Source: an optimization exercise on an open RTL-to-GDS flow (aim: small area and a short achievable clock period). Production flows keep margins and buffers that such runs may drop.
Function was not checked in any run shown here: the RTL went through the layout flow alone.
Power is estimated from default activity; no workload was simulated.

## flow/design.v (module list and top-level ports; edited modules follow where they fit)
// module ycc_sat: 6 lines
// module ycc_ch0: 660 lines
// module ycc_ch1: 437 lines
// module ycc_ch2: 396 lines
// module ycc_dsel: 6 lines
// module ycc_ha: 4 lines
// module ycc_fa: 4 lines
// module ycbcr_rgb_color_convert: 82 lines
module ycbcr_rgb_color_convert
(
	input  logic                  clk,
	input  logic                  arst_n,
	input  logic                  start,
	output logic                  busy,
	input  logic [COMP_W-1:0]     comp0,
	input  logic [COMP_W-1:0]     comp1,
	input  logic [COMP_W-1:0]     comp2,
	input  logic                  frame_end,
	output logic                  done,
	output logic [COMP_W-1:0]     out0,
	output logic [COMP_W-1:0]     out1,
	output logic [COMP_W-1:0]     out2,
	output logic                  last_pixel,
	input  logic                  cfg_wr_en,
	input  logic [CFG_IDX_W-1:0]  cfg_index,
	input  logic [CFG_DATA_W-1:0] cfg_data
);
  // ...
==> flow/flow/run.sh <==
#!/bin/bash
# Layout flow: the standard ORFS flow (standard.sh, unchanged synthesis), with plain buffers
# (buf_1) instead of the default delay-cell buffers on the input and output ports. Each tool's
# full output is kept: ORFS's per-step logs under orfs/logs/, and make's own output in
# flow_make.log in this folder.
set -euo pipefail
bash standard.sh "BUFFER_PORTS_ARGS=-buffer_cell sky130_fd_sc_hd__buf_1" finish > flow_make.log 2>&1
test -s out/final.def
==> flow/standard.sh <==
#!/bin/bash
# synth_recipe.tcl (not shown) runs the flow's synth.tcl, then flattens the netlist and writes it again
# the make line also repeats each setting of config.mk as NAME=value (left out here)
make -C /OpenROAD-flow-scripts/flow DESIGN_CONFIG=/design/flow/config.mk WORK_HOME=/design/flow/orfs CLKGATE_MAP_FILE= SYNTH_SCRIPT=/design/flow/synth_recipe.tcl "${@:-finish}"
==> flow/config.mk <==
export PLATFORM = sky130hd
export DESIGN_NAME = ycbcr_rgb_color_convert
export DESIGN_NICKNAME = ycbcr_rgb_color_convert
export VERILOG_FILES = /design/flow/design.v
export SDC_FILE = /design/flow/constraint.sdc
export NUM_CORES = 4
export LEC_CHECK = 0
export CAP_MARGIN = 20
export CORE_MARGIN = 2
export CORE_UTILIZATION = 40
export CTS_BUF_LIST = sky130_fd_sc_hd__clkbuf_8
export SETUP_SLACK_MARGIN = 3.6
export SLEW_MARGIN = 20
export SYNTH_HIERARCHICAL = 1
==> flow/constraint.sdc <==
create_clock -name core_clock -period 6.5 [get_ports {clk}]
set_input_delay 1.3000 -clock core_clock [delete_from_list [all_inputs] [get_ports {clk}]]
set_output_delay 1.3000 -clock core_clock [all_outputs]
set_load 0.01 [all_outputs]
==> summary.md, run 1 <==
| Metric | Value |
|---|---|
| Peak Freq | 329 MHz |
| Clock network power | 766 uW |
| Vias in the first global route | 9,593 |
| Met2 Wirelength | 15.1 mm |
| Multi-input logic cell count | 934 |
| Largest cell class | multi-input gates |
| Pin count of the biggest net entering global routing | 40 |
| Met2 GRT Util | 32.9% |
| Gp weighted congestion | 0.930 |
| # rows | 64 |
| Grt met3 use | 3.98% |
| Syn avg cell area | 10.3 um^2 |
| Vias per cell | 5.34 |
| Post-route insts no fill | 1,727 |
| Final Hold Vio Count | 0 |
| Pint | 4710 uW |
| Unrepaired setup endpoints after global routing | yes |
| EDFF count, synth | 0 |
| Busiest grt layer | met2 |
| Critical path origin | u_ch0.u_dsel0.q |
| FILL cells | 2,843 |
| Final setup violation count | 0 |
| Total GRT Usage | 20.4% |
| Seq. pwr | 1680 uW |
| Reg power frac | 19.0% |
| Synth top area cells | fa_1 28%, dfxtp_1 22%, ha_1 9.8% |
| Number of max-cap violations | 0 |
| Slew @ Worst Pin | 752 ps |
| Critical Path Fanout Max | 12 |
| P_sw | 4140 uW |
| Met1 GRT Util | 27.7% |
| Die height | 181 um |
| Status | finished clean |
| Combinational power share | 72.3% |
| Leakage | 0.00633 uW |
| Grt total ovfl | 0 |
| Routed WL | 32.5 mm |
| Post-synthesis sequential area ratio | 25.3% |
| Antenna violations before repair | 0 |
| IO Pins | 67 |
| Normalized max-slew margin | 49.8% |
| Pre-CTS WS | 2830 ps |
| WHS Endpoint | l2 |
| Global-route wire length before repair | 51.8 mm |
==> module ycc_ch0, before the edit <==
module ycc_ch0 (
	input  logic       clk,
	input  logic       dir_in,
	input  logic [7:0] x0,
	input  logic [8:0] x1,
	input  logic [8:0] x2,
	output logic [7:0] o
);
	logic [0:0] sel, nsel;
	logic [16:0] r0, r0_q, r1, r1_q, t;
	logic c, c_q;
	logic p0_1;
	logic p0_2;
	logic p0_3;
	logic p0_4;
	logic p0_5;
	logic p0_6;
	logic p0_7;
	logic p0_8;
	logic p0_9;
	logic p0_10;
	logic p0_11;
	logic p0_12;
	logic p0_13;
	logic p0_14;
	logic p0_15;
	logic p0_16;
	logic p0_17;
	logic p0_18;
	logic p0_19;
	logic p0_20;
	logic p0_21;
	logic p0_22;
	logic p0_23;
	logic p0_24;
	logic p0_25;
	logic p0_26;
	logic p0_27;
	logic p0_28;
	logic p0_29;
	logic p0_30;
	logic p0_31;
	logic p0_32;
	logic p0_33;
	logic p0_34;
	logic p0_35;
	logic p0_36;
	logic p0_37;
	logic p0_38;
	logic p0_39;
	logic p0_40;
	logic p0_41;
	logic p0_42;
	logic p0_43;
	logic p0_44;
	logic p0_45;
	logic p0_46;
	logic p0_47;
	logic p0_48;
	logic p0_49;
	logic p0_50;
	logic p0_51;
	logic p0_52;
	logic p0_53;
	logic p0_54;
	logic p0_55;
	logic p0_56;
	logic p0_57;
	logic p0_58;
	logic p0_59;
	logic p0_60;
	logic p0_61;
	logic p0_62;
	logic p0_63;
	logic p0_64;
	logic p0_65;
	logic p0_66;
	logic p0_67;
	logic p0_68;
	logic p0_69;
	logic p0_70;
	logic p0_71;
	logic p0_72;
	logic p0_73;
	logic p0_74;
	logic p0_75;
	logic p0_76;
	logic p0_77;
	logic p0_78;
	logic p0_79;
	logic p0_80;
	logic p0_81;
	logic p0_82;
	logic p0_83;
	logic p0_84;
	logic p0_85;
	logic p0_86;
	logic p0_87;
	logic p0_88;
	logic p0_89;
	logic p0_90;
	logic p0_91;
	logic p0_92;
	logic p0_93;
	logic p0_94;
	logic p0_95;
	logic p0_96;
	logic p0_97;
	logic p0_98;
	logic p0_99;
	logic p0_100;
	logic p0_101;
	logic p0_102;
	logic p0_103;
	logic p0_104;
	logic p0_105;
	logic p0_106;
	logic p0_107;
	logic p0_108;
	logic p0_109;
	logic p0_110;
	logic p0_111;
	logic s0_112;
	logic c0_113;
	logic s0_114;
	logic c0_115;
	logic s0_116;
	logic c0_117;
	logic s0_118;
	logic c0_119;
	logic s0_120;
	logic c0_121;
	logic s0_122;
	logic c0_123;
	logic s0_124;
	logic c0_125;
	logic s0_126;
	logic c0_127;
	logic s0_128;
	logic c0_129;
	logic s0_130;
	logic c0_131;
	logic s0_132;
	logic c0_133;
	logic s0_134;
	logic c0_135;
	logic s0_136;
	logic c0_137;
	logic s0_138;
	logic c0_139;
	logic s0_140;
	logic c0_141;
	logic s0_142;
	logic c0_143;
	logic s0_144;
	logic c0_145;
	logic s0_146;
	logic c0_147;
	logic s0_148;
	logic c0_149;
	logic s0_150;
	logic c0_151;
	logic s0_152;
	logic c0_153;
	logic s0_154;
	logic c0_155;
	logic s0_156;
	logic c0_157;
	logic s0_158;
	logic c0_159;
	logic s0_160;
	logic c0_161;
	logic s0_162;
	logic c0_163;
	logic s0_164;
	logic c0_165;
	logic s0_166;
	logic c0_167;
	logic s0_168;
	logic c0_169;
	logic s0_170;
	logic c0_171;
	logic s0_172;
	logic c0_173;
	logic s0_174;
	logic c0_175;
	logic s0_176;
	logic c0_177;
	logic s0_178;
	logic c0_179;
	logic s0_180;
	logic c0_181;
	logic s0_182;
	logic c0_183;
	logic s0_184;
	logic c0_185;
	logic s0_186;
	logic c0_187;
	logic s0_188;
	logic c0_189;
	logic s0_190;
	logic c0_191;
	logic s0_192;
	logic c0_193;
	logic s0_194;
	logic c0_195;
	logic s0_196;
	logic c0_197;
	logic s0_198;
	logic c0_199;
	logic s0_200;
	logic c0_201;
	logic s0_202;
	logic c0_203;
	logic s0_204;
	logic c0_205;
	logic s0_206;
	logic c0_207;
	logic s0_208;
	logic c0_209;
	logic s0_210;
	logic c0_211;
	logic s0_212;
	logic c0_213;
	logic s0_214;
	logic c0_215;
	logic s0_216;
	logic c0_217;
	logic s0_218;
	logic c0_219;
	logic s0_220;
	logic c0_221;
	logic s0_222;
	logic c0_223;
	logic s0_224;
	logic c0_225;
	logic s0_226;
	logic c0_227;
	logic s0_228;
	logic c0_229;
	logic s0_230;
	logic c0_231;
	logic s0_232;
	logic c0_233;
	logic s0_234;
	logic c0_235;
	logic s0_236;
	logic c0_237;
	logic s0_238;
	logic c0_239;
	logic s0_240;
	logic c0_241;
	logic s0_242;
	logic c0_243;
	logic s0_244;
	logic c0_245;
	logic s0_246;
	logic c0_247;
	logic s0_248;
	logic c0_249;
	logic s0_250;
	logic c0_251;
	logic s0_252;
	logic c0_253;
	logic s0_254;
	logic c0_255;
	logic s0_256;
	logic c0_257;
	logic s0_258;
	logic c0_259;
	logic s0_260;
	logic c0_261;
	logic s0_262;
	logic c0_263;
	logic s0_264;
	logic c0_265;
	logic s0_266;
	logic c0_267;
	logic s0_268;
	logic c0_269;
	logic s0_270;
	logic c0_271;
	logic s0_272;
	logic c0_273;
	logic s0_274;
	logic c0_275;
	logic s0_276;
	logic c0_277;
	logic s0_278;
	logic c0_279;
	logic s0_280;
	logic c0_281;
	logic s0_282;
	logic c0_283;
	logic s0_284;
	logic c0_285;
	logic s0_286;
	logic c0_287;
	logic s0_288;
	logic c0_289;
	logic s0_290;
	logic c0_291;
	logic s0_292;
	logic c0_293;
	logic s0_294;
	logic c0_295;
	logic s0_296;
	logic c0_297;
	logic s0_298;
	logic c0_299;
	logic s0_300;
	logic c0_301;
	logic s0_302;
	logic c0_303;
	logic s0_304;
	logic c0_305;
	logic s0_306;
	logic c0_307;
	logic s0_308;
	logic c0_309;
	logic s0_310;
	logic c0_311;
	logic s0_312;
	logic c0_313;
	logic s0_314;
	logic c0_315;
	logic s0_316;
	logic c0_317;
	logic s0_318;
	logic c0_319;
	logic s0_320;
	logic c0_321;
	logic g0_322;
	logic q0_323;
	logic g0_324;
	logic q0_325;
	logic g0_326;
	logic q0_327;
	logic g0_328;
	logic q0_329;
	logic g0_330;
	logic q0_331;
	logic g0_332;
	logic q0_333;
	logic g0_334;
	logic q0_335;
	logic g0_336;
	logic q0_337;
	logic g0_338;
	logic q0_339;
	logic g0_340;
	logic q0_341;
	logic g0_342;
	logic q0_343;
	logic g0_344;
	logic q0_345;
	logic g0_346;
	logic q0_347;
	logic g0_348;
	logic q0_349;
	logic g0_350;
	logic q0_351;
	logic g0_352;
	logic q0_353;
	logic g0_354;
	logic q0_355;
	ycc_dsel u_dsel0 (.clk(clk), .d(dir_in), .q(sel[0]), .qn(nsel[0]));
	assign p0_1 = sel[0] & ~x1[0];
	assign p0_2 = sel[0] & ~x2[0];
	assign p0_3 = sel[0] ? ~x1[1] : ~x2[0];
	assign p0_4 = sel[0] ? ~x2[1] : 1'b1;
	assign p0_5 = ~x1[0];
	assign p0_6 = sel[0] ? ~x1[2] : ~x2[1];
	assign p0_7 = sel[0] ? ~x2[2] : 1'b1;
	assign p0_8 = ~x1[1];
	assign p0_9 = sel[0] ? ~x1[3] : ~x2[2];
	assign p0_10 = nsel[0] & x2[0];
	assign p0_11 = sel[0] & ~x2[3];
	assign p0_12 = ~x1[2];
	assign p0_13 = sel[0] ? ~x1[4] : ~x2[3];
	assign p0_14 = sel[0] ? ~x2[0] : x2[1];
	assign p0_15 = sel[0] & x1[0];
	assign p0_16 = sel[0] & ~x2[4];
	assign p0_17 = ~x1[3];
	assign p0_18 = sel[0] ? ~x1[5] : ~x2[4];
	assign p0_19 = sel[0] ? ~x2[1] : x2[2];
	assign p0_20 = sel[0] ? x1[1] : ~x2[0];
	assign p0_21 = nsel[0] & x1[0];
	assign p0_22 = sel[0] ? ~x2[5] : 1'b1;
	assign p0_23 = ~x1[4];
	assign p0_24 = sel[0] ? ~x1[6] : ~x2[5];
	assign p0_25 = sel[0] ? ~x2[2] : x2[3];
	assign p0_26 = sel[0] ? x1[2] : ~x2[1];
	assign p0_27 = sel[0] ? x2[0] : x1[1];
	assign p0_28 = sel[0] & ~x2[6];
	assign p0_29 = ~x1[5];
	assign p0_30 = sel[0] ? ~x1[7] : ~x2[6];
	assign p0_31 = sel[0] ? ~x2[3] : x2[4];
	assign p0_32 = sel[0] ? x1[3] : ~x2[2];
	assign p0_33 = sel[0] ? x2[1] : x1[2];
	assign p0_34 = sel[0] & x1[0];
	assign p0_35 = sel[0] & ~x2[7];
	assign p0_36 = ~x1[6];
	assign p0_37 = sel[0] ? x2[0] : x1[0];
	assign p0_38 = sel[0] ? ~x1[8] : ~x2[7];
	assign p0_39 = sel[0] ? ~x2[4] : x2[5];
	assign p0_40 = sel[0] ? x1[4] : ~x2[3];
	assign p0_41 = sel[0] ? x2[2] : x1[3];
	assign p0_42 = sel[0] ? x1[1] : 1'b1;
	assign p0_43 = sel[0] & ~x2[8];
	assign p0_44 = ~x1[7];
	assign p0_45 = sel[0] ? x2[1] : x1[1];
	assign p0_46 = sel[0] ? ~x2[5] : x2[6];
	assign p0_47 = sel[0] ? x1[5] : ~x2[4];
	assign p0_48 = sel[0] ? x2[3] : x1[4];
	assign p0_49 = sel[0] & x1[2];
	assign p0_50 = ~x1[8];
	assign p0_51 = sel[0] ? x2[2] : x1[2];
	assign p0_52 = sel[0] ? ~x2[6] : x2[7];
	assign p0_53 = sel[0] ? x1[6] : ~x2[5];
	assign p0_54 = sel[0] ? x2[4] : x1[5];
	assign p0_55 = sel[0] ? ~x1[0] : 1'b1;
	assign p0_56 = sel[0] & ~x2[0];
	assign p0_57 = sel[0] & x1[3];
	assign p0_58 = sel[0] ? x2[3] : x1[3];
	assign p0_59 = sel[0] & ~x2[7];
	assign p0_60 = sel[0] ? x1[7] : ~x2[6];
	assign p0_61 = sel[0] ? x2[5] : x1[6];
	assign p0_62 = sel[0] ? ~x1[1] : x1[0];
	assign p0_63 = sel[0] ? ~x2[1] : x2[0];
	assign p0_64 = sel[0] & x1[4];
	assign p0_65 = sel[0] ? x2[4] : x1[4];
	assign p0_66 = sel[0] ? ~x2[8] : 1'b1;
	assign p0_67 = sel[0] ? x1[8] : ~x2[7];
	assign p0_68 = sel[0] ? x2[6] : x1[7];
	assign p0_69 = sel[0] ? ~x1[2] : x1[1];
	assign p0_70 = sel[0] ? ~x2[2] : x2[1];
	assign p0_71 = sel[0] & x1[0];
	assign p0_72 = sel[0] & x1[5];
	assign p0_73 = sel[0] ? x2[5] : x1[5];
	assign p0_74 = sel[0] & x2[7];
	assign p0_75 = sel[0] ? ~x1[3] : x1[2];
	assign p0_76 = sel[0] ? ~x2[3] : x2[2];
	assign p0_77 = sel[0] & x1[1];
	assign p0_78 = sel[0] & x1[6];
	assign p0_79 = sel[0] ? x2[6] : x1[6];
	assign p0_80 = sel[0] ? x2[8] : 1'b1;
	assign p0_81 = sel[0] ? ~x1[4] : x1[3];
	assign p0_82 = sel[0] ? ~x2[4] : x2[3];
	assign p0_83 = sel[0] & x1[2];
	assign p0_84 = sel[0] & x1[7];
	assign p0_85 = sel[0] ? x2[7] : x1[7];
	assign p0_86 = sel[0] ? ~x1[5] : x1[4];
	assign p0_87 = sel[0] ? ~x2[5] : x2[4];
	assign p0_88 = sel[0] ? x1[3] : ~x2[0];
	assign p0_89 = sel[0] ? x1[8] : 1'b1;
	assign p0_90 = sel[0] & x2[8];
	assign p0_91 = sel[0] ? ~x1[6] : x1[5];
	assign p0_92 = sel[0] ? ~x2[6] : x2[5];
	assign p0_93 = sel[0] ? x1[4] : ~x2[1];
	assign p0_94 = nsel[0] & ~x1[0];
	assign p0_95 = sel[0] ? ~x1[7] : x1[6];
	assign p0_96 = sel[0] ? ~x2[7] : x2[6];
	assign p0_97 = sel[0] ? x1[5] : ~x2[2];
	assign p0_98 = sel[0] ? 1'b1 : ~x1[1];
	assign p0_99 = sel[0] ? ~x1[8] : x1[7];
	assign p0_100 = sel[0] ? ~x2[8] : x2[7];
	assign p0_101 = sel[0] ? x1[6] : ~x2[3];
	assign p0_102 = sel[0] ? 1'b1 : ~x1[2];
	assign p0_103 = sel[0] ? x1[7] : ~x2[4];
	assign p0_104 = nsel[0] & ~x1[3];
	assign p0_105 = sel[0] ? x1[8] : ~x2[5];
	assign p0_106 = nsel[0] & ~x1[4];
	assign p0_107 = nsel[0] & ~x2[6];
	assign p0_108 = nsel[0] & ~x1[5];
	assign p0_109 = nsel[0] & ~x2[7];
	assign p0_110 = nsel[0] & ~x1[6];
	assign p0_111 = sel[0] ? 1'b1 : ~x1[7];
	ycc_ha u_s0_112 (.a(p0_29), .b(p0_30), .s(s0_112), .co(c0_113));
	ycc_fa u_s0_114 (.a(p0_36), .b(p0_37), .c(p0_38), .s(s0_114), .co(c0_115));
	ycc_ha u_s0_116 (.a(p0_39), .b(p0_40), .s(s0_116), .co(c0_117));
	ycc_fa u_s0_118 (.a(p0_44), .b(sel[0]), .c(p0_45), .s(s0_118), .co(c0_119));
	ycc_ha u_s0_120 (.a(p0_46), .b(p0_47), .s(s0_120), .co(c0_121));
	ycc_fa u_s0_122 (.a(p0_50), .b(p0_51), .c(p0_52), .s(s0_122), .co(c0_123));
	ycc_fa u_s0_124 (.a(p0_53), .b(p0_54), .c(p0_55), .s(s0_124), .co(c0_125));
	ycc_fa u_s0_126 (.a(p0_58), .b(p0_59), .c(p0_60), .s(s0_126), .co(c0_127));
	ycc_ha u_s0_128 (.a(p0_61), .b(p0_62), .s(s0_128), .co(c0_129));
	ycc_fa u_s0_130 (.a(p0_65), .b(p0_66), .c(p0_67), .s(s0_130), .co(c0_131));
	ycc_fa u_s0_132 (.a(p0_68), .b(p0_69), .c(p0_70), .s(s0_132), .co(c0_133));
	ycc_fa u_s0_134 (.a(x2[0]), .b(sel[0]), .c(p0_73), .s(s0_134), .co(c0_135));
	ycc_fa u_s0_136 (.a(p0_74), .b(p0_75), .c(p0_76), .s(s0_136), .co(c0_137));
	ycc_fa u_s0_138 (.a(x2[1]), .b(x1[0]), .c(p0_79), .s(s0_138), .co(c0_139));
	ycc_fa u_s0_140 (.a(p0_80), .b(p0_81), .c(p0_82), .s(s0_140), .co(c0_141));
	ycc_fa u_s0_142 (.a(x2[2]), .b(x1[1]), .c(p0_85), .s(s0_142), .co(c0_143));
	ycc_ha u_s0_144 (.a(p0_86), .b(p0_87), .s(s0_144), .co(c0_145));
	ycc_fa u_s0_146 (.a(x2[3]), .b(x1[2]), .c(x0[0]), .s(s0_146), .co(c0_147));
	ycc_fa u_s0_148 (.a(p0_90), .b(p0_91), .c(p0_92), .s(s0_148), .co(c0_149));
	ycc_fa u_s0_150 (.a(x2[4]), .b(x1[3]), .c(x0[1]), .s(s0_150), .co(c0_151));
	ycc_ha u_s0_152 (.a(p0_95), .b(p0_96), .s(s0_152), .co(c0_153));
	ycc_fa u_s0_154 (.a(x2[5]), .b(x1[4]), .c(x0[2]), .s(s0_154), .co(c0_155));
	ycc_ha u_s0_156 (.a(p0_99), .b(p0_100), .s(s0_156), .co(c0_157));
	ycc_fa u_s0_158 (.a(x2[6]), .b(x1[5]), .c(nsel[0]), .s(s0_158), .co(c0_159));
	ycc_fa u_s0_160 (.a(p0_12), .b(sel[0]), .c(p0_13), .s(s0_160), .co(c0_161));
	ycc_fa u_s0_162 (.a(p0_17), .b(p0_18), .c(p0_19), .s(s0_162), .co(c0_163));
	ycc_ha u_s0_164 (.a(p0_20), .b(p0_21), .s(s0_164), .co(c0_165));
	ycc_fa u_s0_166 (.a(p0_23), .b(p0_24), .c(p0_25), .s(s0_166), .co(c0_167));
	ycc_fa u_s0_168 (.a(p0_26), .b(p0_27), .c(p0_28), .s(s0_168), .co(c0_169));
	ycc_fa u_s0_170 (.a(p0_31), .b(p0_32), .c(p0_33), .s(s0_170), .co(c0_171));
	ycc_fa u_s0_172 (.a(p0_34), .b(p0_35), .c(s0_112), .s(s0_172), .co(c0_173));
	ycc_fa u_s0_174 (.a(p0_41), .b(p0_42), .c(p0_43), .s(s0_174), .co(c0_175));
	ycc_fa u_s0_176 (.a(c0_113), .b(s0_116), .c(s0_114), .s(s0_176), .co(c0_177));
	ycc_fa u_s0_178 (.a(p0_48), .b(p0_49), .c(c0_117), .s(s0_178), .co(c0_179));
	ycc_fa u_s0_180 (.a(s0_120), .b(c0_115), .c(s0_118), .s(s0_180), .co(c0_181));
	ycc_fa u_s0_182 (.a(p0_56), .b(p0_57), .c(c0_121), .s(s0_182), .co(c0_183));
	ycc_fa u_s0_184 (.a(c0_119), .b(s0_122), .c(s0_124), .s(s0_184), .co(c0_185));
	ycc_fa u_s0_186 (.a(p0_63), .b(p0_64), .c(s0_128), .s(s0_186), .co(c0_187));
	ycc_fa u_s0_188 (.a(c0_123), .b(c0_125), .c(s0_126), .s(s0_188), .co(c0_189));
	ycc_fa u_s0_190 (.a(p0_71), .b(p0_72), .c(c0_129), .s(s0_190), .co(c0_191));
	ycc_fa u_s0_192 (.a(c0_127), .b(s0_130), .c(s0_132), .s(s0_192), .co(c0_193));
	ycc_fa u_s0_194 (.a(p0_77), .b(p0_78), .c(c0_131), .s(s0_194), .co(c0_195));
	ycc_fa u_s0_196 (.a(c0_133), .b(s0_134), .c(s0_136), .s(s0_196), .co(c0_197));
	ycc_fa u_s0_198 (.a(p0_83), .b(p0_84), .c(c0_135), .s(s0_198), .co(c0_199));
	ycc_fa u_s0_200 (.a(c0_137), .b(s0_138), .c(s0_140), .s(s0_200), .co(c0_201));
	ycc_fa u_s0_202 (.a(p0_88), .b(p0_89), .c(s0_144), .s(s0_202), .co(c0_203));
	ycc_fa u_s0_204 (.a(c0_139), .b(c0_141), .c(s0_142), .s(s0_204), .co(c0_205));
	ycc_fa u_s0_206 (.a(p0_93), .b(p0_94), .c(c0_145), .s(s0_206), .co(c0_207));
	ycc_fa u_s0_208 (.a(s0_146), .b(c0_143), .c(s0_148), .s(s0_208), .co(c0_209));
	ycc_fa u_s0_210 (.a(p0_97), .b(p0_98), .c(c0_147), .s(s0_210), .co(c0_211));
	ycc_fa u_s0_212 (.a(s0_152), .b(s0_150), .c(c0_149), .s(s0_212), .co(c0_213));
	ycc_fa u_s0_214 (.a(p0_101), .b(p0_102), .c(c0_153), .s(s0_214), .co(c0_215));
	ycc_fa u_s0_216 (.a(c0_151), .b(s0_156), .c(s0_154), .s(s0_216), .co(c0_217));
	ycc_fa u_s0_218 (.a(x0[3]), .b(p0_103), .c(p0_104), .s(s0_218), .co(c0_219));
	ycc_fa u_s0_220 (.a(s0_158), .b(c0_157), .c(c0_155), .s(s0_220), .co(c0_221));
	ycc_fa u_s0_222 (.a(x2[7]), .b(x1[6]), .c(x0[4]), .s(s0_222), .co(c0_223));
	ycc_fa u_s0_224 (.a(c0_159), .b(p0_105), .c(p0_106), .s(s0_224), .co(c0_225));
	ycc_fa u_s0_226 (.a(x2[8]), .b(x1[7]), .c(x0[5]), .s(s0_226), .co(c0_227));
	ycc_ha u_s0_228 (.a(p0_107), .b(p0_108), .s(s0_228), .co(c0_229));
	ycc_fa u_s0_230 (.a(x1[8]), .b(x0[6]), .c(p0_109), .s(s0_230), .co(c0_231));
	ycc_ha u_s0_232 (.a(p0_5), .b(sel[0]), .s(s0_232), .co(c0_233));
	ycc_fa u_s0_234 (.a(p0_8), .b(p0_9), .c(p0_10), .s(s0_234), .co(c0_235));
	ycc_fa u_s0_236 (.a(p0_14), .b(p0_15), .c(p0_16), .s(s0_236), .co(c0_237));
	ycc_fa u_s0_238 (.a(p0_22), .b(s0_164), .c(c0_161), .s(s0_238), .co(c0_239));
	ycc_fa u_s0_240 (.a(c0_165), .b(c0_163), .c(s0_166), .s(s0_240), .co(c0_241));
	ycc_fa u_s0_242 (.a(c0_167), .b(c0_169), .c(s0_170), .s(s0_242), .co(c0_243));
	ycc_fa u_s0_244 (.a(c0_171), .b(s0_174), .c(c0_173), .s(s0_244), .co(c0_245));
	ycc_fa u_s0_246 (.a(c0_175), .b(s0_178), .c(c0_177), .s(s0_246), .co(c0_247));
	ycc_fa u_s0_248 (.a(c0_179), .b(s0_182), .c(c0_181), .s(s0_248), .co(c0_249));
	ycc_fa u_s0_250 (.a(c0_183), .b(s0_186), .c(c0_185), .s(s0_250), .co(c0_251));
	ycc_fa u_s0_252 (.a(s0_190), .b(c0_187), .c(c0_189), .s(s0_252), .co(c0_253));
	ycc_fa u_s0_254 (.a(c0_191), .b(s0_194), .c(c0_193), .s(s0_254), .co(c0_255));
	ycc_fa u_s0_256 (.a(c0_195), .b(s0_198), .c(c0_197), .s(s0_256), .co(c0_257));
	ycc_fa u_s0_258 (.a(s0_202), .b(c0_199), .c(c0_201), .s(s0_258), .co(c0_259));
	ycc_fa u_s0_260 (.a(s0_206), .b(c0_203), .c(c0_205), .s(s0_260), .co(c0_261));
	ycc_fa u_s0_262 (.a(c0_207), .b(s0_210), .c(s0_212), .s(s0_262), .co(c0_263));
	ycc_fa u_s0_264 (.a(c0_211), .b(s0_214), .c(c0_213), .s(s0_264), .co(c0_265));
	ycc_fa u_s0_266 (.a(s0_218), .b(c0_215), .c(s0_220), .s(s0_266), .co(c0_267));
	ycc_fa u_s0_268 (.a(s0_222), .b(c0_219), .c(s0_224), .s(s0_268), .co(c0_269));
	ycc_fa u_s0_270 (.a(c0_223), .b(s0_228), .c(s0_226), .s(s0_270), .co(c0_271));
	ycc_fa u_s0_272 (.a(p0_110), .b(c0_229), .c(c0_227), .s(s0_272), .co(c0_273));
	ycc_ha u_s0_274 (.a(x0[7]), .b(p0_111), .s(s0_274), .co(c0_275));
	ycc_ha u_s0_276 (.a(sel[0]), .b(p0_3), .s(s0_276), .co(c0_277));
	ycc_fa u_s0_278 (.a(s0_232), .b(p0_6), .c(p0_7), .s(s0_278), .co(c0_279));
	ycc_fa u_s0_280 (.a(c0_233), .b(p0_11), .c(s0_234), .s(s0_280), .co(c0_281));
	ycc_fa u_s0_282 (.a(c0_235), .b(s0_160), .c(s0_236), .s(s0_282), .co(c0_283));
	ycc_fa u_s0_284 (.a(c0_237), .b(s0_162), .c(s0_238), .s(s0_284), .co(c0_285));
	ycc_fa u_s0_286 (.a(s0_168), .b(c0_239), .c(s0_240), .s(s0_286), .co(c0_287));
	ycc_fa u_s0_288 (.a(s0_172), .b(c0_241), .c(s0_242), .s(s0_288), .co(c0_289));
	ycc_fa u_s0_290 (.a(c0_243), .b(s0_176), .c(s0_244), .s(s0_290), .co(c0_291));
	ycc_fa u_s0_292 (.a(s0_180), .b(c0_245), .c(s0_246), .s(s0_292), .co(c0_293));
	ycc_fa u_s0_294 (.a(s0_184), .b(c0_247), .c(s0_248), .s(s0_294), .co(c0_295));
	ycc_fa u_s0_296 (.a(s0_188), .b(c0_249), .c(s0_250), .s(s0_296), .co(c0_297));
	ycc_fa u_s0_298 (.a(s0_192), .b(c0_251), .c(s0_252), .s(s0_298), .co(c0_299));
	ycc_fa u_s0_300 (.a(s0_196), .b(c0_253), .c(s0_254), .s(s0_300), .co(c0_301));
	ycc_fa u_s0_302 (.a(s0_200), .b(c0_255), .c(s0_256), .s(s0_302), .co(c0_303));
	ycc_fa u_s0_304 (.a(s0_204), .b(c0_257), .c(s0_258), .s(s0_304), .co(c0_305));
	ycc_fa u_s0_306 (.a(s0_208), .b(c0_259), .c(s0_260), .s(s0_306), .co(c0_307));
	ycc_fa u_s0_308 (.a(c0_209), .b(c0_261), .c(s0_262), .s(s0_308), .co(c0_309));
	ycc_fa u_s0_310 (.a(s0_216), .b(s0_264), .c(c0_263), .s(s0_310), .co(c0_311));
	ycc_fa u_s0_312 (.a(c0_217), .b(s0_266), .c(c0_265), .s(s0_312), .co(c0_313));
	ycc_fa u_s0_314 (.a(c0_221), .b(s0_268), .c(c0_267), .s(s0_314), .co(c0_315));
	ycc_fa u_s0_316 (.a(c0_225), .b(s0_270), .c(c0_269), .s(s0_316), .co(c0_317));
	ycc_fa u_s0_318 (.a(s0_230), .b(s0_272), .c(c0_271), .s(s0_318), .co(c0_319));
	ycc_fa u_s0_320 (.a(s0_274), .b(c0_231), .c(c0_273), .s(s0_320), .co(c0_321));
	assign g0_322 = p0_1 & p0_2;
	assign q0_323 = p0_1 | p0_2;
	assign g0_324 = p0_4 & s0_276;
	assign q0_325 = p0_4 | s0_276;
	assign g0_326 = s0_278 & c0_277;
	assign q0_327 = s0_278 | c0_277;
	assign g0_328 = s0_280 & c0_279;
	assign q0_329 = s0_280 | c0_279;
	assign g0_330 = s0_282 & c0_281;
	assign q0_331 = s0_282 | c0_281;
	assign g0_332 = s0_284 & c0_283;
	assign q0_333 = s0_284 | c0_283;
	assign g0_334 = s0_286 & c0_285;
	assign q0_335 = s0_286 | c0_285;
	assign g0_336 = s0_288 & c0_287;
	assign q0_337 = s0_288 | c0_287;
	assign g0_338 = s0_290 & c0_289;
	assign q0_339 = s0_290 | c0_289;
	assign g0_340 = g0_324 | (q0_325 & g0_322);
	assign q0_341 = q0_325 & q0_323;
	assign g0_342 = g0_326 | (q0_327 & g0_340);
	assign q0_343 = q0_327 & q0_341;
	assign g0_344 = g0_328 | (q0_329 & g0_342);
	assign q0_345 = q0_329 & q0_343;
	assign g0_346 = g0_330 | (q0_331 & g0_344);
	assign q0_347 = q0_331 & q0_345;
	assign g0_348 = g0_332 | (q0_333 & g0_346);
	assign q0_349 = q0_333 & q0_347;
	assign g0_350 = g0_336 | (q0_337 & g0_334);
	assign q0_351 = q0_337 & q0_335;
	assign g0_352 = g0_350 | (q0_351 & g0_348);
	assign q0_353 = q0_351 & q0_349;
	assign g0_354 = g0_338 | (q0_339 & g0_352);
	assign q0_355 = q0_339 & q0_353;
	assign r0 = {1'b0, c0_275, s0_320, s0_318, s0_316, s0_314, s0_312, s0_310, s0_308, s0_306, s0_304, s0_302, s0_300, s0_298, s0_296, s0_294, s0_292};
	assign r1 = {1'b0, c0_321, c0_319, c0_317, c0_315, c0_313, c0_311, c0_309, c0_307, c0_305, c0_303, c0_301, c0_299, c0_297, c0_295, c0_293, c0_291};
	assign c = g0_354;
	always_ff @(posedge clk) begin
		r0_q[0] <= r0[0];
		r0_q[1] <= r0[1];
		r0_q[2] <= r0[2];
		r0_q[3] <= r0[3];
		r0_q[4] <= r0[4];
		r0_q[5] <= r0[5];
		r0_q[6] <= r0[6];
		r0_q[7] <= r0[7];
		r0_q[8] <= r0[8];
		r0_q[9] <= r0[9];
		r0_q[10] <= r0[10];
		r0_q[11] <= r0[11];
		r0_q[12] <= r0[12];
		r0_q[13] <= r0[13];
		r0_q[14] <= r0[14];
		r0_q[15] <= r0[15];
		r1_q[0] <= r1[0];
		r1_q[1] <= r1[1];
		r1_q[2] <= r1[2];
		r1_q[3] <= r1[3];
		r1_q[4] <= r1[4];
		r1_q[5] <= r1[5];
		r1_q[6] <= r1[6];
		r1_q[7] <= r1[7];
		r1_q[8] <= r1[8];
		r1_q[9] <= r1[9];
		r1_q[10] <= r1[10];
		r1_q[11] <= r1[11];
		r1_q[12] <= r1[12];
		r1_q[13] <= r1[13];
		r1_q[14] <= r1[14];
		r1_q[15] <= r1[15];
		c_q <= c;
	end
	assign r0_q[16] = 1'b0;
	assign r1_q[16] = 1'b0;
	assign t = {1'b0, r0_q[15], r0_q[14], r0_q[13], r0_q[12], r0_q[11], r0_q[10], r0_q[9], r0_q[8], r0_q[7], r0_q[6], r0_q[5], r0_q[4], r0_q[3], r0_q[2], r0_q[1], r0_q[0]} + {1'b0, r1_q[15], r1_q[14], r1_q[13], r1_q[12], r1_q[11], r1_q[10], r1_q[9], r1_q[8], r1_q[7], r1_q[6], r1_q[5], r1_q[4], r1_q[3], r1_q[2], r1_q[1], r1_q[0]} + c_q;
	ycc_sat u_sat (.t(t[16:7]), .y(o));
endmodule
==> run 2: changes to the inputs <==
--- a/flow/design.v
+++ b/flow/design.v
@@ -13,17 +13,17 @@
 	input  logic       clk,
 	input  logic       dir_in,
 	input  logic [7:0] x0,
 	input  logic [8:0] x1,
 	input  logic [8:0] x2,
 	output logic [7:0] o
 );
 	logic [0:0] sel, nsel;
-	logic [16:0] r0, r0_q, r1, r1_q, t;
+	logic [20:0] r0, r0_q, r1, r1_q, t;
 	logic c, c_q;
 	logic p0_1;
 	logic p0_2;
 	logic p0_3;
 	logic p0_4;
 	logic p0_5;
 	logic p0_6;
 	logic p0_7;
@@ -354,32 +354,16 @@
 	logic g0_332;
 	logic q0_333;
 	logic g0_334;
 	logic q0_335;
 	logic g0_336;
 	logic q0_337;
 	logic g0_338;
 	logic q0_339;
-	logic g0_340;
-	logic q0_341;
-	logic g0_342;
-	logic q0_343;
-	logic g0_344;
-	logic q0_345;
-	logic g0_346;
-	logic q0_347;
-	logic g0_348;
-	logic q0_349;
-	logic g0_350;
-	logic q0_351;
-	logic g0_352;
-	logic q0_353;
-	logic g0_354;
-	logic q0_355;
 	ycc_dsel u_dsel0 (.clk(clk), .d(dir_in), .q(sel[0]), .qn(nsel[0]));
 	assign p0_1 = sel[0] & ~x1[0];
 	assign p0_2 = sel[0] & ~x2[0];
 	assign p0_3 = sel[0] ? ~x1[1] : ~x2[0];
 	assign p0_4 = sel[0] ? ~x2[1] : 1'b1;
 	assign p0_5 = ~x1[0];
 	assign p0_6 = sel[0] ? ~x1[2] : ~x2[1];
 	assign p0_7 = sel[0] ? ~x2[2] : 1'b1;
@@ -597,43 +581,27 @@
 	assign g0_324 = p0_4 & s0_276;
 	assign q0_325 = p0_4 | s0_276;
 	assign g0_326 = s0_278 & c0_277;
 	assign q0_327 = s0_278 | c0_277;
 	assign g0_328 = s0_280 & c0_279;
 	assign q0_329 = s0_280 | c0_279;
 	assign g0_330 = s0_282 & c0_281;
 	assign q0_331 = s0_282 | c0_281;
-	assign g0_332 = s0_284 & c0_283;
-	assign q0_333 = s0_284 | c0_283;
-	assign g0_334 = s0_286 & c0_285;
-	assign q0_335 = s0_286 | c0_285;
-	assign g0_336 = s0_288 & c0_287;
-	assign q0_337 = s0_288 | c0_287;
-	assign g0_338 = s0_290 & c0_289;
-	assign q0_339 = s0_290 | c0_289;
-	assign g0_340 = g0_324 | (q0_325 & g0_322);
-	assign q0_341 = q0_325 & q0_323;
-	assign g0_342 = g0_326 | (q0_327 & g0_340);
-	assign q0_343 = q0_327 & q0_341;
-	assign g0_344 = g0_328 | (q0_329 & g0_342);
-	assign q0_345 = q0_329 & q0_343;
-	assign g0_346 = g0_330 | (q0_331 & g0_344);
-	assign q0_347 = q0_331 & q0_345;
-	assign g0_348 = g0_332 | (q0_333 & g0_346);
-	assign q0_349 = q0_333 & q0_347;
-	assign g0_350 = g0_336 | (q0_337 & g0_334);
-	assign q0_351 = q0_337 & q0_335;
-	assign g0_352 = g0_350 | (q0_351 & g0_348);
-	assign q0_353 = q0_351 & q0_349;
-	assign g0_354 = g0_338 | (q0_339 & g0_352);
-	assign q0_355 = q0_339 & q0_353;
-	assign r0 = {1'b0, c0_275, s0_320, s0_318, s0_316, s0_314, s0_312, s0_310, s0_308, s0_306, s0_304, s0_302, s0_300, s0_298, s0_296, s0_294, s0_292};
-	assign r1 = {1'b0, c0_321, c0_319, c0_317, c0_315, c0_313, c0_311, c0_309, c0_307, c0_305, c0_303, c0_301, c0_299, c0_297, c0_295, c0_293, c0_291};
-	assign c = g0_354;
+	assign g0_332 = g0_324 | (q0_325 & g0_322);
+	assign q0_333 = q0_325 & q0_323;
+	assign g0_334 = g0_326 | (q0_327 & g0_332);
+	assign q0_335 = q0_327 & q0_333;
+	assign g0_336 = g0_328 | (q0_329 & g0_334);
+	assign q0_337 = q0_329 & q0_335;
+	assign g0_338 = g0_330 | (q0_331 & g0_336);
+	assign q0_339 = q0_331 & q0_337;
+	assign r0 = {1'b0, c0_275, s0_320, s0_318, s0_316, s0_314, s0_312, s0_310, s0_308, s0_306, s0_304, s0_302, s0_300, s0_298, s0_296, s0_294, s0_292, s0_290, s0_288, s0_286, s0_284};
+	assign r1 = {1'b0, c0_321, c0_319, c0_317, c0_315, c0_313, c0_311, c0_309, c0_307, c0_305, c0_303, c0_301, c0_299, c0_297, c0_295, c0_293, c0_291, c0_289, c0_287, c0_285, c0_283};
+	assign c = g0_338;
 	always_ff @(posedge clk) begin
 		r0_q[0] <= r0[0];
 		r0_q[1] <= r0[1];
 		r0_q[2] <= r0[2];
 		r0_q[3] <= r0[3];
 		r0_q[4] <= r0[4];
 		r0_q[5] <= r0[5];
 		r0_q[6] <= r0[6];
@@ -641,49 +609,57 @@
 		r0_q[8] <= r0[8];
 		r0_q[9] <= r0[9];
 		r0_q[10] <= r0[10];
 		r0_q[11] <= r0[11];
 		r0_q[12] <= r0[12];
 		r0_q[13] <= r0[13];
 		r0_q[14] <= r0[14];
 		r0_q[15] <= r0[15];
+		r0_q[16] <= r0[16];
+		r0_q[17] <= r0[17];
+		r0_q[18] <= r0[18];
+		r0_q[19] <= r0[19];
 		r1_q[0] <= r1[0];
 		r1_q[1] <= r1[1];
 		r1_q[2] <= r1[2];
 		r1_q[3] <= r1[3];
 		r1_q[4] <= r1[4];
 		r1_q[5] <= r1[5];
 		r1_q[6] <= r1[6];
 		r1_q[7] <= r1[7];
 		r1_q[8] <= r1[8];
 		r1_q[9] <= r1[9];
 		r1_q[10] <= r1[10];
 		r1_q[11] <= r1[11];
 		r1_q[12] <= r1[12];
 		r1_q[13] <= r1[13];
 		r1_q[14] <= r1[14];
 		r1_q[15] <= r1[15];
+		r1_q[16] <= r1[16];
+		r1_q[17] <= r1[17];
+		r1_q[18] <= r1[18];
+		r1_q[19] <= r1[19];
 		c_q <= c;
 	end
-	assign r0_q[16] = 1'b0;
-	assign r1_q[16] = 1'b0;
-	assign t = {1'b0, r0_q[15], r0_q[14], r0_q[13], r0_q[12], r0_q[11], r0_q[10], r0_q[9], r0_q[8], r0_q[7], r0_q[6], r0_q[5], r0_q[4], r0_q[3], r0_q[2], r0_q[1], r0_q[0]} + {1'b0, r1_q[15], r1_q[14], r1_q[13], r1_q[12], r1_q[11], r1_q[10], r1_q[9], r1_q[8], r1_q[7], r1_q[6], r1_q[5], r1_q[4], r1_q[3], r1_q[2], r1_q[1], r1_q[0]} + c_q;
-	ycc_sat u_sat (.t(t[16:7]), .y(o));
+	assign r0_q[20] = 1'b0;
+	assign r1_q[20] = 1'b0;
+	assign t = {1'b0, r0_q[19], r0_q[18], r0_q[17], r0_q[16], r0_q[15], r0_q[14], r0_q[13], r0_q[12], r0_q[11], r0_q[10], r0_q[9], r0_q[8], r0_q[7], r0_q[6], r0_q[5], r0_q[4], r0_q[3], r0_q[2], r0_q[1], r0_q[0]} + {1'b0, r1_q[19], r1_q[18], r1_q[17], r1_q[16], r1_q[15], r1_q[14], r1_q[13], r1_q[12], r1_q[11], r1_q[10], r1_q[9], r1_q[8], r1_q[7], r1_q[6], r1_q[5], r1_q[4], r1_q[3], r1_q[2], r1_q[1], r1_q[0]} + c_q;
+	ycc_sat u_sat (.t(t[20:11]), .y(o));
 endmodule
 module ycc_ch1 (
 	input  logic       clk,
 	input  logic       dir_in,
 	input  logic [7:0] x0,
 	input  logic [8:0] x1,
 	input  logic [8:0] x2,
 	output logic [7:0] o
 );
 	logic [0:0] sel, nsel;
-	logic [9:0] r0, r0_q, r1, r1_q, t;
+	logic [13:0] r0, r0_q, r1, r1_q, t;
 	logic c, c_q;
 	logic p1_1;
 	logic p1_2;
 	logic p1_3;
 	logic p1_4;
 	logic p1_5;
 	logic p1_6;
 	logic p1_7;
@@ -883,32 +859,16 @@
 	logic g1_201;
 	logic q1_202;
 	logic g1_203;
 	logic q1_204;
 	logic g1_205;
 	logic q1_206;
 	logic g1_207;
 	logic q1_208;
-	logic g1_209;
-	logic q1_210;
-	logic g1_211;
-	logic q1_212;
-	logic g1_213;
-	logic q1_214;
-	logic g1_215;
-	logic q1_216;
-	logic g1_217;
-	logic q1_218;
-	logic g1_219;
-	logic q1_220;
-	logic g1_221;
-	logic q1_222;
-	logic g1_223;
-	logic q1_224;
 	ycc_dsel u_dsel0 (.clk(clk), .d(dir_in), .q(sel[0]), .qn(nsel[0]));
 	assign p1_1 = nsel[0] & x1[0];
 	assign p1_2 = sel[0] ? x1[0] : x1[1];
 	assign p1_3 = sel[0] ? x1[1] : x1[2];
 	assign p1_4 = nsel[0] & ~x1[0];
 	assign p1_5 = sel[0] ? x1[2] : x1[3];
 	assign p1_6 = sel[0] ? ~x1[0] : ~x1[1];
 	assign p1_7 = sel[0] ? x1[3] : x1[4];
@@ -1040,87 +1000,79 @@
 	assign g1_185 = s1_145 & c1_144;
 	assign q1_186 = s1_145 | c1_144;
 	assign g1_187 = s1_147 & c1_146;
 	assign q1_188 = s1_147 | c1_146;
 	assign g1_189 = s1_149 & c1_148;
 	assign q1_190 = s1_149 | c1_148;
 	assign g1_191 = s1_151 & c1_150;
 	assign q1_192 = s1_151 | c1_150;
-	assign g1_193 = s1_153 & c1_152;
-	assign q1_194 = s1_153 | c1_152;
-	assign g1_195 = s1_155 & c1_154;
-	assign q1_196 = s1_155 | c1_154;
-	assign g1_197 = s1_157 & c1_156;
-	assign q1_198 = s1_157 | c1_156;
-	assign g1_199 = s1_159 & c1_158;
-	assign q1_200 = s1_159 | c1_158;
-	assign g1_201 = 1'b0 | (p1_2 & 1'b0);
-	assign q1_202 = p1_2 & p1_1;
-	assign g1_203 = g1_179 | (q1_180 & g1_201);
-	assign q1_204 = q1_180 & q1_202;
-	assign g1_205 = g1_183 | (q1_184 & g1_181);
-	assign q1_206 = q1_184 & q1_182;
-	assign g1_207 = g1_205 | (q1_206 & g1_203);
-	assign q1_208 = q1_206 & q1_204;
-	assign g1_209 = g1_187 | (q1_188 & g1_185);
-	assign q1_210 = q1_188 & q1_186;
-	assign g1_211 = g1_191 | (q1_192 & g1_189);
-	assign q1_212 = q1_192 & q1_190;
-	assign g1_213 = g1_209 | (q1_210 & g1_207);
-	assign q1_214 = q1_210 & q1_208;
-	assign g1_215 = g1_193 | (q1_194 & g1_211);
-	assign q1_216 = q1_194 & q1_212;
-	assign g1_217 = g1_215 | (q1_216 & g1_213);
-	assign q1_218 = q1_216 & q1_214;
-	assign g1_219 = g1_197 | (q1_198 & g1_195);
-	assign q1_220 = q1_198 & q1_196;
-	assign g1_221 = g1_219 | (q1_220 & g1_217);
-	assign q1_222 = q1_220 & q1_218;
-	assign g1_223 = g1_199 | (q1_200 & g1_221);
-	assign q1_224 = q1_200 & q1_222;
-	assign r0 = {nsel[0], s1_177, s1_175, s1_173, s1_171, s1_169, s1_167, s1_165, s1_163, s1_161};
-	assign r1 = {c1_178, c1_176, c1_174, c1_172, c1_170, c1_168, c1_166, c1_164, c1_162, c1_160};
-	assign c = g1_223;
+	assign g1_193 = 1'b0 | (p1_2 & 1'b0);
+	assign q1_194 = p1_2 & p1_1;
+	assign g1_195 = g1_179 | (q1_180 & g1_193);
+	assign q1_196 = q1_180 & q1_194;
+	assign g1_197 = g1_183 | (q1_184 & g1_181);
+	assign q1_198 = q1_184 & q1_182;
+	assign g1_199 = g1_197 | (q1_198 & g1_195);
+	assign q1_200 = q1_198 & q1_196;
+	assign g1_201 = g1_187 | (q1_188 & g1_185);
+	assign q1_202 = q1_188 & q1_186;
+	assign g1_203 = g1_191 | (q1_192 & g1_189);
+	assign q1_204 = q1_192 & q1_190;
+	assign g1_205 = g1_201 | (q1_202 & g1_199);
+	assign q1_206 = q1_202 & q1_200;
+	assign g1_207 = g1_203 | (q1_204 & g1_205);
+	assign q1_208 = q1_204 & q1_206;
+	assign r0 = {nsel[0], s1_177, s1_175, s1_173, s1_171, s1_169, s1_167, s1_165, s1_163, s1_161, s1_159, s1_157, s1_155, s1_153};
+	assign r1 = {c1_178, c1_176, c1_174, c1_172, c1_170, c1_168, c1_166, c1_164, c1_162, c1_160, c1_158, c1_156, c1_154, c1_152};
+	assign c = g1_207;
 	always_ff @(posedge clk) begin
 		r0_q[0] <= r0[0];
 		r0_q[1] <= r0[1];
 		r0_q[2] <= r0[2];
 		r0_q[3] <= r0[3];
 		r0_q[4] <= r0[4];
 		r0_q[5] <= r0[5];
 		r0_q[6] <= r0[6];
 		r0_q[7] <= r0[7];
 		r0_q[8] <= r0[8];
 		r0_q[9] <= r0[9];
+		r0_q[10] <= r0[10];
+		r0_q[11] <= r0[11];
+		r0_q[12] <= r0[12];
+		r0_q[13] <= r0[13];
 		r1_q[0] <= r1[0];
 		r1_q[1] <= r1[1];
 		r1_q[2] <= r1[2];
 		r1_q[3] <= r1[3];
 		r1_q[4] <= r1[4];
 		r1_q[5] <= r1[5];
 		r1_q[6] <= r1[6];
 		r1_q[7] <= r1[7];
 		r1_q[8] <= r1[8];
 		r1_q[9] <= r1[9];
+		r1_q[10] <= r1[10];
+		r1_q[11] <= r1[11];
+		r1_q[12] <= r1[12];
+		r1_q[13] <= r1[13];
 		c_q <= c;
 	end
-	assign t = {r0_q[9], r0_q[8], r0_q[7], r0_q[6], r0_q[5], r0_q[4], r0_q[3], r0_q[2], r0_q[1], r0_q[0]} + {r1_q[9], r1_q[8], r1_q[7], r1_q[6], r1_q[5], r1_q[4], r1_q[3], r1_q[2], r1_q[1], r1_q[0]} + c_q;
-	ycc_sat u_sat (.t(t[9:0]), .y(o));
+	assign t = {r0_q[13], r0_q[12], r0_q[11], r0_q[10], r0_q[9], r0_q[8], r0_q[7], r0_q[6], r0_q[5], r0_q[4], r0_q[3], r0_q[2], r0_q[1], r0_q[0]} + {r1_q[13], r1_q[12], r1_q[11], r1_q[10], r1_q[9], r1_q[8], r1_q[7], r1_q[6], r1_q[5], r1_q[4], r1_q[3], r1_q[2], r1_q[1], r1_q[0]} + c_q;
+	ycc_sat u_sat (.t(t[13:4]), .y(o));
 endmodule
 module ycc_ch2 (
 	input  logic       clk,
 	input  logic       dir_in,
 	input  logic [7:0] x0,
 	input  logic [8:0] x1,
 	input  logic [8:0] x2,
 	output logic [7:0] o
 );
 	logic [0:0] sel, nsel;
-	logic [9:0] r0, r0_q, r1, r1_q, t;
+	logic [14:0] r0, r0_q, r1, r1_q, t;
 	logic c, c_q;
 	logic p2_1;
 	logic p2_2;
 	logic p2_3;
 	logic p2_4;
 	logic p2_5;
 	logic p2_6;
 	logic p2_7;
@@ -1292,36 +1244,16 @@
 	logic g2_173;
 	logic q2_174;
 	logic g2_175;
 	logic q2_176;
 	logic g2_177;
 	logic q2_178;
 	logic g2_179;
 	logic q2_180;
-	logic g2_181;
-	logic q2_182;
-	logic g2_183;
-	logic q2_184;
-	logic g2_185;
-	logic q2_186;
-	logic g2_187;
-	logic q2_188;
-	logic g2_189;
-	logic q2_190;
-	logic g2_191;
-	logic q2_192;
-	logic g2_193;
-	logic q2_194;
-	logic g2_195;
-	logic q2_196;
-	logic g2_197;
-	logic q2_198;
-	logic g2_199;
-	logic q2_200;
 	ycc_dsel u_dsel0 (.clk(clk), .d(dir_in), .q(sel[0]), .qn(nsel[0]));
 	assign p2_1 = sel[0] & ~x2[0];
 	assign p2_2 = sel[0] ? ~x2[1] : x2[0];
 	assign p2_3 = sel[0] ? ~x2[2] : x2[1];
 	assign p2_4 = sel[0] & x2[0];
 	assign p2_5 = sel[0] ? ~x2[3] : x2[2];
 	assign p2_6 = sel[0] ? x2[1] : ~x2[0];
 	assign p2_7 = sel[0] ? ~x2[4] : x2[3];
@@ -1436,76 +1368,66 @@
 	assign g2_161 = p2_6 & s2_121;
 	assign q2_162 = p2_6 | s2_121;
 	assign g2_163 = s2_123 & c2_122;
 	assign q2_164 = s2_123 | c2_122;
 	assign g2_165 = s2_125 & c2_124;
 	assign q2_166 = s2_125 | c2_124;
 	assign g2_167 = s2_127 & c2_126;
 	assign q2_168 = s2_127 | c2_126;
-	assign g2_169 = s2_129 & c2_128;
-	assign q2_170 = s2_129 | c2_128;
-	assign g2_171 = s2_131 & c2_130;
-	assign q2_172 = s2_131 | c2_130;
-	assign g2_173 = s2_133 & c2_132;
-	assign q2_174 = s2_133 | c2_132;
-	assign g2_175 = s2_135 & c2_134;
-	assign q2_176 = s2_135 | c2_134;
-	assign g2_177 = s2_137 & c2_136;
-	assign q2_178 = s2_137 | c2_136;
-	assign g2_179 = 1'b0 | (p2_2 & g2_157);
-	assign q2_180 = p2_2 & q2_158;
-	assign g2_181 = g2_159 | (q2_160 & g2_179);
-	assign q2_182 = q2_160 & q2_180;
-	assign g2_183 = g2_161 | (q2_162 & g2_181);
-	assign q2_184 = q2_162 & q2_182;
-	assign g2_185 = g2_163 | (q2_164 & g2_183);
-	assign q2_186 = q2_164 & q2_184;
-	assign g2_187 = g2_167 | (q2_168 & g2_165);
-	assign q2_188 = q2_168 & q2_166;
-	assign g2_189 = g2_187 | (q2_188 & g2_185);
-	assign q2_190 = q2_188 & q2_186;
-	assign g2_191 = g2_171 | (q2_172 & g2_169);
-	assign q2_192 = q2_172 & q2_170;
-	assign g2_193 = g2_175 | (q2_176 & g2_173);
-	assign q2_194 = q2_176 & q2_174;
-	assign g2_195 = g2_191 | (q2_192 & g2_189);
-	assign q2_196 = q2_192 & q2_190;
-	assign g2_197 = g2_177 | (q2_178 & g2_193);
-	assign q2_198 = q2_178 & q2_194;
-	assign g2_199 = g2_197 | (q2_198 & g2_195);
-	assign q2_200 = q2_198 & q2_196;
-	assign r0 = {nsel[0], s2_155, s2_153, s2_151, s2_149, s2_147, s2_145, s2_143, s2_141, s2_139};
-	assign r1 = {c2_156, c2_154, c2_152, c2_150, c2_148, c2_146, c2_144, c2_142, c2_140, c2_138};
-	assign c = g2_199;
+	assign g2_169 = 1'b0 | (p2_2 & g2_157);
+	assign q2_170 = p2_2 & q2_158;
+	assign g2_171 = g2_159 | (q2_160 & g2_169);
+	assign q2_172 = q2_160 & q2_170;
+	assign g2_173 = g2_161 | (q2_162 & g2_171);
+	assign q2_174 = q2_162 & q2_172;
+	assign g2_175 = g2_163 | (q2_164 & g2_173);
+	assign q2_176 = q2_164 & q2_174;
+	assign g2_177 = g2_167 | (q2_168 & g2_165);
+	assign q2_178 = q2_168 & q2_166;
+	assign g2_179 = g2_177 | (q2_178 & g2_175);
+	assign q2_180 = q2_178 & q2_176;
+	assign r0 = {nsel[0], s2_155, s2_153, s2_151, s2_149, s2_147, s2_145, s2_143, s2_141, s2_139, s2_137, s2_135, s2_133, s2_131, s2_129};
+	assign r1 = {c2_156, c2_154, c2_152, c2_150, c2_148, c2_146, c2_144, c2_142, c2_140, c2_138, c2_136, c2_134, c2_132, c2_130, c2_128};
+	assign c = g2_179;
 	always_ff @(posedge clk) begin
 		r0_q[0] <= r0[0];
 		r0_q[1] <= r0[1];
 		r0_q[2] <= r0[2];
 		r0_q[3] <= r0[3];
 		r0_q[4] <= r0[4];
 		r0_q[5] <= r0[5];
 		r0_q[6] <= r0[6];
 		r0_q[7] <= r0[7];
 		r0_q[8] <= r0[8];
 		r0_q[9] <= r0[9];
+		r0_q[10] <= r0[10];
+		r0_q[11] <= r0[11];
+		r0_q[12] <= r0[12];
+		r0_q[13] <= r0[13];
+		r0_q[14] <= r0[14];
 		r1_q[0] <= r1[0];
 		r1_q[1] <= r1[1];
 		r1_q[2] <= r1[2];
 		r1_q[3] <= r1[3];
 		r1_q[4] <= r1[4];
 		r1_q[5] <= r1[5];
 		r1_q[6] <= r1[6];
 		r1_q[7] <= r1[7];
 		r1_q[8] <= r1[8];
 		r1_q[9] <= r1[9];
+		r1_q[10] <= r1[10];
+		r1_q[11] <= r1[11];
+		r1_q[12] <= r1[12];
+		r1_q[13] <= r1[13];
+		r1_q[14] <= r1[14];
 		c_q <= c;
 	end
-	assign t = {r0_q[9], r0_q[8], r0_q[7], r0_q[6], r0_q[5], r0_q[4], r0_q[3], r0_q[2], r0_q[1], r0_q[0]} + {r1_q[9], r1_q[8], r1_q[7], r1_q[6], r1_q[5], r1_q[4], r1_q[3], r1_q[2], r1_q[1], r1_q[0]} + c_q;
-	ycc_sat u_sat (.t(t[9:0]), .y(o));
+	assign t = {r0_q[14], r0_q[13], r0_q[12], r0_q[11], r0_q[10], r0_q[9], r0_q[8], r0_q[7], r0_q[6], r0_q[5], r0_q[4], r0_q[3], r0_q[2], r0_q[1], r0_q[0]} + {r1_q[14], r1_q[13], r1_q[12], r1_q[11], r1_q[10], r1_q[9], r1_q[8], r1_q[7], r1_q[6], r1_q[5], r1_q[4], r1_q[3], r1_q[2], r1_q[1], r1_q[0]} + c_q;
+	ycc_sat u_sat (.t(t[14:5]), .y(o));
 endmodule
 module ycc_dsel (input logic clk, d, output logic q, qn);
 	always_ff @(posedge clk) begin
 		q  <= d;
 		qn <= ~d;
 	end
 endmodule
 module ycc_ha (input logic a, b, output logic s, co);
==> run 2 against run 1 <==
Sequential cell count is 26 higher. Via count up 5.2%. Die area rose by 7.8%. Utilization is 2.7 points lower. Routed wire length grew 3.7%. Combinational power decreased by 2%. First-iteration DRC count up 15%. Non-clock buffer count shrank 37. Clock-buffer cell count is the same.
==> summary.md, run 2 <==
| Metric | Value |
|---|---|
| Status | finished clean (unchanged) |
| Global-route wire length before repair | 54.2 mm (was 51.8 mm) |
| Fin Hold WS | 337 ps (was 333 ps) |
| Number of max-cap violations | 0 (unchanged) |
| Pwr Density | 607 mW/mm^2 (was 609 mW/mm^2) |
| Critical-path top delay cell | fa_1 (was fa_2) |
| Vias in the first global route | 10,100 (was 9,593) |
| Gp weighted congestion | 0.878 (was 0.930) |
| Tmin final | 2840 ps (was 3040 ps) |
| Fraction of layout cells with a size suffix above 1 | 12.2% (was 19.2%) |
| Worst R2R Start | u_ch0.u_dsel0.q (unchanged) |
| Fin crit share | 43.7% (was 46.8%) |
| Pin count of the biggest net entering global routing | 41 (was 40) |
| CTS tree | done (unchanged) |
| Most common cell after layout, fill and taps aside | fa_1 (unchanged) |
| IO Pins | 67 (unchanged) |
| R2R depth | 7 (unchanged) |
| Critical Path Fanout Max | 8 (was 12) |
| Placed wire-length estimate | 25.7 mm (was 23.9 mm) |
| Leading area contributor after synthesis | fa_1 (unchanged) |
| CP Capture Type | register (unchanged) |
| Yosys top cell area share | 25.6% (was 28.2%) |
| Clock tree buffer depth | 2 (unchanged) |
| Hold Path Depth | 0 (unchanged) |
| Vias per cell | 5.28 (was 5.34) |
| Worst Hold Class | register to register (unchanged) |
| Initial DRC Count | 791 (was 686) |
| Total number of vias | 9,697 (was 9,220) |
| Yosys Warn Count | 13 (unchanged) |
| Grt total ovfl | 0 (unchanged) |
| DR WL/cell | 18.4 um (was 18.8 um) |
| Final Hold Vio Count | 0 (unchanged) |
| Post-synthesis sequential area ratio | 27.3% (was 25.3%) |
| Post-Syn Nets | 1,634 (was 1,524) |
| Syn avg cell area | 10.3 um^2 (about the same) |
| Leakage | 0.00650 uW (was 0.00633 uW) |
| Unrepaired setup endpoints after global routing | yes (unchanged) |
| Clk sinks | 180 (was 154) |
| EDFF count, synth | 0 (unchanged) |
| FF-to-FF End | u_ch0.r0_q[4] (unchanged) |
| Buffers on Ports | 65 (unchanged) |
| R2R Setup Slk | 3660 ps (was 3460 ps) |
| Critical path cell sequence | buf_4 -> nand2_1 -> and2_1 -> fa_1 -> fa_1 -> fa_1 -> fa_1 (was buf_8 -> buf_12 -> o21ai_0 -> fa_1 -> fa_1 -> fa_2 -> fa_2) |
| Peak Freq | 352 MHz (was 329 MHz) |
| Starting Density | 40.4% (was 40.7%) |
| Synthesized cell area | 0.0135 mm^2 (was 0.0125 mm^2) |
| Startpoint Class | register (unchanged) |
| Width of the die | 188 um (was 181 um) |
| CTS H-tree lvls | 4 (unchanged) |
| Commonest cells in the synthesized netlist | 172 x fa_1, 166 x dfxtp_1, 121 x nand2_1 (was 176 x fa_1, 140 x dfxtp_1, 103 x nand2_1) |
| Biggest regs | u_ch0.r0_q (20), u_ch0.r1_q (20) (was u_ch0.r0_q (16), u_ch0.r1_q (16)) |
| Crit Path Category | register to register (unchanged) |
| Yosys reg bits | 180 (was 154) |
| Prevailing post-synth register cell | dfxtp_1 (unchanged) |
| Worst path most repeated cell | fa_1 |
| NumNets Final | 1,699 (was 1,632) |
| P&R area growth vs syn | 10.6% (was 16.3%) |
| Pre-CTS WS | 2800 ps (was 2830 ps) |
| Synth top area cells | fa_1 26%, dfxtp_1 25%, ha_1 10% (was fa_1 28%, dfxtp_1 22%, ha_1 9.8%) |
| Detailed-router iteration count before antenna repair | 7 (was 5) |
| Most numerous cell in the Yosys netlist | fa_1 (unchanged) |
| Clock root cell | clkbuf_8 (unchanged) |
| Hold path startpoint | l1 (unchanged) |
| Slew @ Worst Pin | 696 ps (was 752 ps) |
| Post-Syn Instances | 1,309 (was 1,210) |
| Final setup violation count | 0 (unchanged) |
| Core Box Area | 0.0334 mm^2 (was 0.0307 mm^2) |
| Critical Path RT | 6870 ps (about the same) |
| Normalized max-slew margin | 53.6% (was 49.8%) |
| Synth async-reset ratio | 7.78% (was 9.09%) |
| # rows | 67 (was 64) |
| Die height | 188 um (was 181 um) |
| Die area | 0.0352 mm^2 (was 0.0326 mm^2) |
| CP max stage delay | 510 ps (was 540 ps) |
| Antenna violations before repair | 0 (unchanged) |
| Fin. max-slew vios | 0 (unchanged) |
| Hold Buf Count CTS | 0 (unchanged) |
| Worst setup margin | 3660 ps (was 3460 ps) |
| DRC Markers | 0 (unchanged) |
| Core Util, Final | 44.7% (was 47.3%) |
| Count of different cell masters after synthesis | 77 (was 69) |
| Reg clk slew, reported paths | 120 ps (was 100 ps) |
| Worst-Skew Late Latency | 490 ps (about the same) |
| Clock skew | 25.1 ps (was 16.1 ps) |
| Routed WL | 33.7 mm (was 32.5 mm) |
| Total GRT Usage | 19.8% (was 20.4%) |
| Num CTS Buffers | 17 (unchanged) |
| Setup TNS Final | 0 ps (unchanged) |
| Antenna cells | 0 (unchanged) |
| WHS Endpoint | l2 (unchanged) |
| Detail Route Antenna Nets | 0 (unchanged) |
| Crit path DAT | 3210 ps (was 3410 ps) |
| Peak supply drop | 0.208 mV (was 0.210 mV) |
| Most used cells in the layout excluding fill and tap cells | 169 x fa_1, 146 x dfxtp_1, 117 x nand2_1, 111 x ha_1, 80 x a21oi_1 (was 158 x fa_1, 121 x dfxtp_1, 98 x nand2_1, 91 x ha_1, 74 x inv_1) |
## run 2: critical path, delay by kind of cell, from the launching register on
kind	cells	cell delay [ps]
buffers and inverters	1	180
DFF	1	430
and+or+nand+nor	2	260
adders and majority gates	4	1850
## run 2: how the worst max path moves through the flow
stage          cells past startpoint  slack [ps]        endpoint            start
2_1_floorplan                      8        3500         x0_1[8]         comp0[0]
3_3_place_gp                       7        2810  u_ch0.r0_q[10]  u_ch0.u_dsel0.q
3_5_place_dp                       7        2800  u_ch0.r0_q[10]  u_ch0.u_dsel0.q
4_1_cts                            6        3610   u_ch0.r0_q[6]          x2_1[6]
5_1_grt                            7        3600  u_ch0.r0_q[10]          x1_1[5]
6_report                           7        3660   u_ch0.r0_q[4]  u_ch0.u_dsel0.q
## run 2: cell families (layout without fill, tap and decap cells)
| kind of cell | Yosys count | count (layout) | synth area share [%] |
|---|---|---|---|
| AO/OA/AOI/OAI | 301 | 301 | 14.3 |
| XOR/XNOR | 32 | 32 | 2.08 |
| adder cells (fa/ha/maj) | 289 | 289 | 36.4 |
| buffers and inverters | 124 | 202 | 3.89 |
| flip-flops | 180 | 180 | 27.3 |
| multiplexers | 56 | 56 | 4.46 |
| other | 1 | 1 | 0.0278 |
| AND/OR/NAND/NOR | 326 | 326 | 11.6 |
## run 2: layer usage
layer	share of wire, %	global-route usage (%)	vias to the layer above
met5	0	0	-
met4	2.0	5.09	0
met3	5.2	3.26	47
met2	47	33.4	273
met1	46	26.4	4759
li1	-	-	4618
## run 2: where the power goes
group,switching [uW],internal [uW]
Combinational,3480,2780
Clock,479,321
Sequential,294,1710
## run 2: repair_timing
action | CTS | global route
gates resized for setup | 36 | 34
endpoints found under the setup margin | 68 | 45
setup buffers | 7 | 12
cloned | 0 | 1
pin swaps | 0 | 1
## run 2: layout make-up
class / instances / area, um^2
Fill cell: 3229 / 18500
Multi-Input combinational cell: 1005 / 9400
Sequential cell: 180 / 3740
Tap cell: 448 / 561
Timing Repair Buffer: 87 / 473
Inverter: 82 / 323
Clock buffer: 17 / 234
Clock inverter: 15 / 163
Timing Repair inverter: 1 / 8.76
## run 2: modules after synthesis (local to each module, per instance)
module / flip-flops and latches / cells inside / copies in the design
ycc_fa: 0 / 1 / 169
ycc_ch1: 29 / 229 / 1
ycc_ch2: 31 / 219 / 1
ycc_ha: 0 / 1 / 33
ycc_dsel: 2 / 3 / 3
ycbcr_rgb_color_convert: 73 / 336 / 1
ycc_ch0: 41 / 284 / 1
ycc_sat: 0 / 10 / 3
## run 2: stage by stage
step	power, uW	std cells	cell area [um^2]
2_1_floorplan	6620	1309	13500
3_3_place_gp	8030	1783	14100
3_5_place_dp	8160	1783	14100
4_1_cts	9060	1822	14700
5_1_grt	10100	1835	14900
6_report	9060	1835	14900

[separate check: timing with driven ports]
The flow's constraints put no driver on any port. The routed layouts listed below were extracted and timed again, unchanged, in two steps.
Step 1 sets driving cells, clkbuf_16 on the clock port and buf_2 on the other inputs (assumed; they add their load-dependent delay and slew).
Step 2 also shifts input and output timing later by t, the mid clock arrival at the registers, as if the neighbouring blocks saw the same clock.
a / b / c = ideal ports / drivers / drivers and shift; a / b = the first two.
| run | t, ns | setup slack, ns | clock arrival spread, ns | slew at the worst register clock pin (ns) | pins driven straight from the clock port |
|---|---|---|---|---|---|
| run 1 | 0.524 | 3.458 / 3.458 / 3.193 | 0.018 / 0.019 | 0.11 / 0.11 | 1 |
| run 2 | 0.522 | 3.658 / 3.658 / 3.237 | 0.025 / 0.025 | 0.12 / 0.12 | 1 |
After both steps setup and hold are still met in every run listed. For run 2, which loses most, drivers alone change the setup slack by 0.000 ns; drivers and shift together by -0.421 ns.
